Background: an optimization exercise with open tools, aiming at small area and a short achievable clock period. Do not read the settings as production practice. At most, simulation tests tie the RTL to the original design; equivalence was not proved.

==> flow/design.v (excerpt) <==
module layer_blend #(
    parameter logic [23:0] BG_RGB    = 24'h000000,
    parameter logic        SYNC_IDLE = 1'b1
) (
    input  logic        clk,
    input  logic        rst,
    input  logic [31:0] color_rgba_top,
    input  logic [31:0] color_rgba_mid,
    input  logic [31:0] color_rgba_bot,
    input  logic        bright_in,
    input  logic        hsync_in,
    input  logic        vsync_in,
    output logic [23:0] rgb_out,
    output logic        bright_out,
    output logic        hsync_out,
    output logic        vsync_out
);
Size: ~2100 cells after synthesis, roughly 280 flip-flops, ~22000 um2 of cells after synthesis.
==> flow/config.mk <==
export PLATFORM = sky130hd
export DESIGN_NAME = layer_blend
export DESIGN_NICKNAME = layer_blend
export VERILOG_FILES = /design/flow/design.v
export SDC_FILE = /design/flow/constraint.sdc
export NUM_CORES = 4
export LEC_CHECK = 0
export CAP_MARGIN = 20
export CORE_MARGIN = 2
export CORE_UTILIZATION = 40
export CTS_BUF_LIST = sky130_fd_sc_hd__clkbuf_8
export CTS_CLUSTER_DIAMETER = 60
export CTS_CLUSTER_SIZE = 20
export SETUP_SLACK_MARGIN = 4.0
export SLEW_MARGIN = 20
==> flow/constraint.sdc <==
create_clock -name core_clock -period 8.0 [get_ports {clk}]
set_input_delay 1.6000 -clock core_clock [delete_from_list [all_inputs] [get_ports {clk}]]
set_output_delay 1.6000 -clock core_clock [all_outputs]
set_load 0.01 [all_outputs]
standard.sh (not shown) runs the stock make flow with config.mk's settings and CLKGATE_MAP_FILE= SYNTH_SCRIPT=/design/flow/synth_recipe.tcl, a recipe that flattens the netlist after the stock synthesis.
==> flow/flow/run.sh <==
#!/bin/bash
set -euo pipefail
extra=()
if [[ -f flow/make.args ]]; then
  while IFS= read -r line; do [[ -n "$line" ]] && extra+=("$line"); done < flow/make.args
fi
bash standard.sh SYNTH_CANONICALIZE_TCL="$PWD/flow/leafmap.tcl" "${extra[@]}" finish > make.log 2>&1
Other scripts of this flow, unchanged in this note and not shown: flow/flow/leafmap.tcl, flow/flow/leafmap.v, flow/flow/make.args
The baseline produced a clean layout.
Change:
CORE_UTILIZATION = 60   (was 40)
Effect: Routed wire length decreases by 4.0%. Register-to-register slack gets better by 70 ps. Fmax rose by 1.9%. Utilization rises by 22 points. Cell area shrinks by 2.0%. Global-route usage is higher by 9.5 points. Sequential share of layout area goes up by 0.45 points. Final cell count went down by 8.5%.

========
layer_blend, a different RTL version from the one above (not shown whole).
For scale: ~1,900 cells after synthesis.
Settings: LEC_CHECK=0, CAP_MARGIN=20, CORE_MARGIN=2, CORE_UTILIZATION=40, CTS_BUF_LIST=sky130_fd_sc_hd__clkbuf_4, SETUP_SLACK_MARGIN=3.5, SLEW_MARGIN=20; clock period 8.0 ns.
==> flow/flow/leafmap.tcl <==
# Replace the design's leaf modules (full adders, inverted mux bits) by their cells.
techmap -map [file dirname [info script]]/leafmap.v
hierarchy -check -top $::env(DESIGN_NAME)
==> flow/flow/leafmap.v <==
// Map the design's leaf modules one-to-one onto sky130hd cells.
module lb_fa (input wire a, input wire b, input wire c, output wire s, output wire co);
    sky130_fd_sc_hd__fa_1 _TECHMAP_REPLACE_ (.A(a), .B(b), .CIN(c), .SUM(s), .COUT(co));
endmodule

module lb_ha (input wire a, input wire b, output wire s, output wire co);
    sky130_fd_sc_hd__ha_1 _TECHMAP_REPLACE_ (.A(a), .B(b), .SUM(s), .COUT(co));
endmodule

module lb_han (input wire a, input wire b, output wire s, output wire co);
    sky130_fd_sc_hd__xnor2_1 x (.A(a), .B(b), .Y(s));
    sky130_fd_sc_hd__or2_1 o (.A(a), .B(b), .X(co));
endmodule

module lb_mx (input wire sn, input wire f, input wire s, input wire b, output wire y);
    sky130_fd_sc_hd__o22ai_1 _TECHMAP_REPLACE_ (.A1(sn), .A2(f), .B1(s), .B2(b), .Y(y));
endmodule

module lb_nd (input wire a, input wire b, output wire y);
    sky130_fd_sc_hd__nand2_1 _TECHMAP_REPLACE_ (.A(a), .B(b), .Y(y));
endmodule
==> flow/flow/make.args <==
BUFFER_PORTS_ARGS=-buffer_cell sky130_fd_sc_hd__buf_1
Scripts as last shown in full above: flow/flow/run.sh
Change:
==> flow/flow/run.sh (replaced) <==
#!/bin/bash
set -euo pipefail
bash standard.sh SYNTH_CANONICALIZE_TCL="$PWD/flow/leafmap.tcl" finish > make.log 2>&1
--- a/flow/config.mk
+++ b/flow/config.mk
@@ -10,3 +10,2 @@
 export CORE_UTILIZATION = 40
-export CTS_BUF_LIST = sky130_fd_sc_hd__clkbuf_4
 export SETUP_SLACK_MARGIN = 3.5
removed: flow/flow/make.args
=> Worst hold slack is better by 5.5 ps. Design area climbs by 4.7%. Critical path depth decreases by 1. Global-route usage stays flat. First-iteration DRC count shrinks by 7.0%. Area after synthesis does not change. Cell count fell by 1.8%.
Function was not checked in any run of this note: the RTL went through the layout flow alone.

========
== v11 ==
Another version of the RTL of layer_blend (not shown whole).
Size: roughly 130 I/O pins, ~21,000 µm² of cells after synthesis.
==> flow/config.mk <==
export PLATFORM = sky130hd
export DESIGN_NAME = layer_blend
export DESIGN_NICKNAME = layer_blend
export VERILOG_FILES = /design/flow/design.v
export SDC_FILE = /design/flow/constraint.sdc
export NUM_CORES = 4
export LEC_CHECK = 0
export CAP_MARGIN = 20
export CORE_MARGIN = 2
export CORE_UTILIZATION = 60
export CTS_BUF_LIST = sky130_fd_sc_hd__clkbuf_8
export CTS_CLUSTER_DIAMETER = 60
export CTS_CLUSTER_SIZE = 20
export SETUP_SLACK_MARGIN = 4.15
export SLEW_MARGIN = 20
==> flow/constraint.sdc <==
create_clock -name core_clock -period 8.0 [get_ports {clk}]
set_input_delay 1.6000 -clock core_clock [delete_from_list [all_inputs] [get_ports {clk}]]
set_output_delay 1.6000 -clock core_clock [all_outputs]
set_load 0.01 [all_outputs]
==> flow/flow/run.sh <==
#!/bin/bash
set -euo pipefail
extra=()
if [[ -f flow/make.args ]]; then
  while IFS= read -r line; do [[ -n "$line" ]] && extra+=("$line"); done < flow/make.args
fi
bash standard.sh SYNTH_CANONICALIZE_TCL="$PWD/flow/leafmap.tcl" "${extra[@]}" finish > make.log 2>&1
==> flow/flow/leafmap.v <==
// Map the design's leaf modules one-to-one onto sky130hd cells.
module lb_fa (input wire a, input wire b, input wire c, output wire s, output wire co);
    sky130_fd_sc_hd__fa_1 _TECHMAP_REPLACE_ (.A(a), .B(b), .CIN(c), .SUM(s), .COUT(co));
endmodule

module lb_ha (input wire a, input wire b, output wire s, output wire co);
    sky130_fd_sc_hd__ha_1 _TECHMAP_REPLACE_ (.A(a), .B(b), .SUM(s), .COUT(co));
endmodule

module lb_han (input wire a, input wire b, output wire s, output wire co);
    sky130_fd_sc_hd__xnor2_1 x (.A(a), .B(b), .Y(s));
    sky130_fd_sc_hd__or2_1 o (.A(a), .B(b), .X(co));
endmodule

module lb_mx (input wire sn, input wire f, input wire s, input wire b, output wire y);
    sky130_fd_sc_hd__o22ai_1 _TECHMAP_REPLACE_ (.A1(sn), .A2(f), .B1(s), .B2(b), .Y(y));
endmodule

module lb_nd (input wire a, input wire b, output wire y);
    sky130_fd_sc_hd__nand2_1 _TECHMAP_REPLACE_ (.A(a), .B(b), .Y(y));
endmodule

module lb_a21oi (input wire a1, input wire a2, input wire b1, output wire y);
    sky130_fd_sc_hd__a21oi_1 _TECHMAP_REPLACE_ (.A1(a1), .A2(a2), .B1(b1), .Y(y));
endmodule

module lb_o21ai (input wire a1, input wire a2, input wire b1, output wire y);
    sky130_fd_sc_hd__o21ai_0 _TECHMAP_REPLACE_ (.A1(a1), .A2(a2), .B1(b1), .Y(y));
endmodule

module lb_nand2 (input wire a, input wire b, output wire y);
    sky130_fd_sc_hd__nand2_1 _TECHMAP_REPLACE_ (.A(a), .B(b), .Y(y));
endmodule

module lb_nor2 (input wire a, input wire b, output wire y);
    sky130_fd_sc_hd__nor2_1 _TECHMAP_REPLACE_ (.A(a), .B(b), .Y(y));
endmodule

module lb_inv (input wire a, output wire y);
    sky130_fd_sc_hd__inv_1 _TECHMAP_REPLACE_ (.A(a), .Y(y));
endmodule

module lb_xor2 (input wire a, input wire b, output wire y);
    sky130_fd_sc_hd__xor2_1 _TECHMAP_REPLACE_ (.A(a), .B(b), .X(y));
endmodule

module lb_xnor2 (input wire a, input wire b, output wire y);
    sky130_fd_sc_hd__xnor2_1 _TECHMAP_REPLACE_ (.A(a), .B(b), .Y(y));
endmodule

module lb_maj (input wire a, input wire b, input wire c, output wire y);
    sky130_fd_sc_hd__maj3_1 _TECHMAP_REPLACE_ (.A(a), .B(b), .C(c), .X(y));
endmodule
==> flow/flow/make.args <==
BUFFER_PORTS_ARGS=-buffer_cell sky130_fd_sc_hd__buf_1
Scripts as last shown in full above: flow/flow/leafmap.tcl
#### Input delta (v36 over v11)
- swapping 4.15 for 4.3 in SETUP_SLACK_MARGIN
==> comparison <==
- Utilization v11 -> v36: up
- There was hardly any difference in setup slack between v36 and v11.
- Comparing v11 against v36, there is no change at all in initial cell density of the core.
- v36 vs. v11: data required time of the critical path saw a decrease; total non-filler cell area in the finished layout shows an increase of about 7%; die outline area flat.
- | first-pass GRT wire length | v36 vs v11 | about 3% higher |

[afterwards: timing with drivers on the ports]
Ports are ideal in the flow. The routed layouts listed here were re-timed in OpenROAD. Step 1 sets driving cells, clkbuf_16 on the clock port and buf_2 on the other inputs (assumed; they add their load-dependent delay and slew). Step 2 also shifts input and output timing later by t, the mid clock arrival at the registers, as if the neighbouring blocks saw the same clock. a / b / c = no drivers / after step 1 / after step 2; a / b = the first two.
| run | shift t [ns] | slack for setup (ns) | worst setup path after step 2 | clock arrival spread, ns |
|---|---|---|---|---|
| the first run of note 1 | 0.693 | 4.036 / 4.021 / 3.561 | input to register | 0.048 / 0.047 |
| the second run of note 1 | 0.655 | 4.109 / 4.064 / 3.728 | input to register | 0.027 / 0.027 |
| the first run of note 2 | 0.786 | 3.530 / 3.530 / 3.009 | input to register | 0.082 / 0.082 |
| the second run of note 2 | 0.604 | 3.534 / 3.534 / 3.084 | input to register | 0.008 / 0.008 |
| v11 | 0.683 | 4.128 / 4.099 / 3.632 | input to register | 0.032 / 0.032 |
| v36 | 0.659 | 4.126 / 4.113 / 3.785 | input to register | 0.053 / 0.053 |
After both steps setup and hold are still met in every run listed. The setup slack of the first run of note 2, which loses most, moves by 0.000 ns with the drivers and by -0.521 ns with both steps.
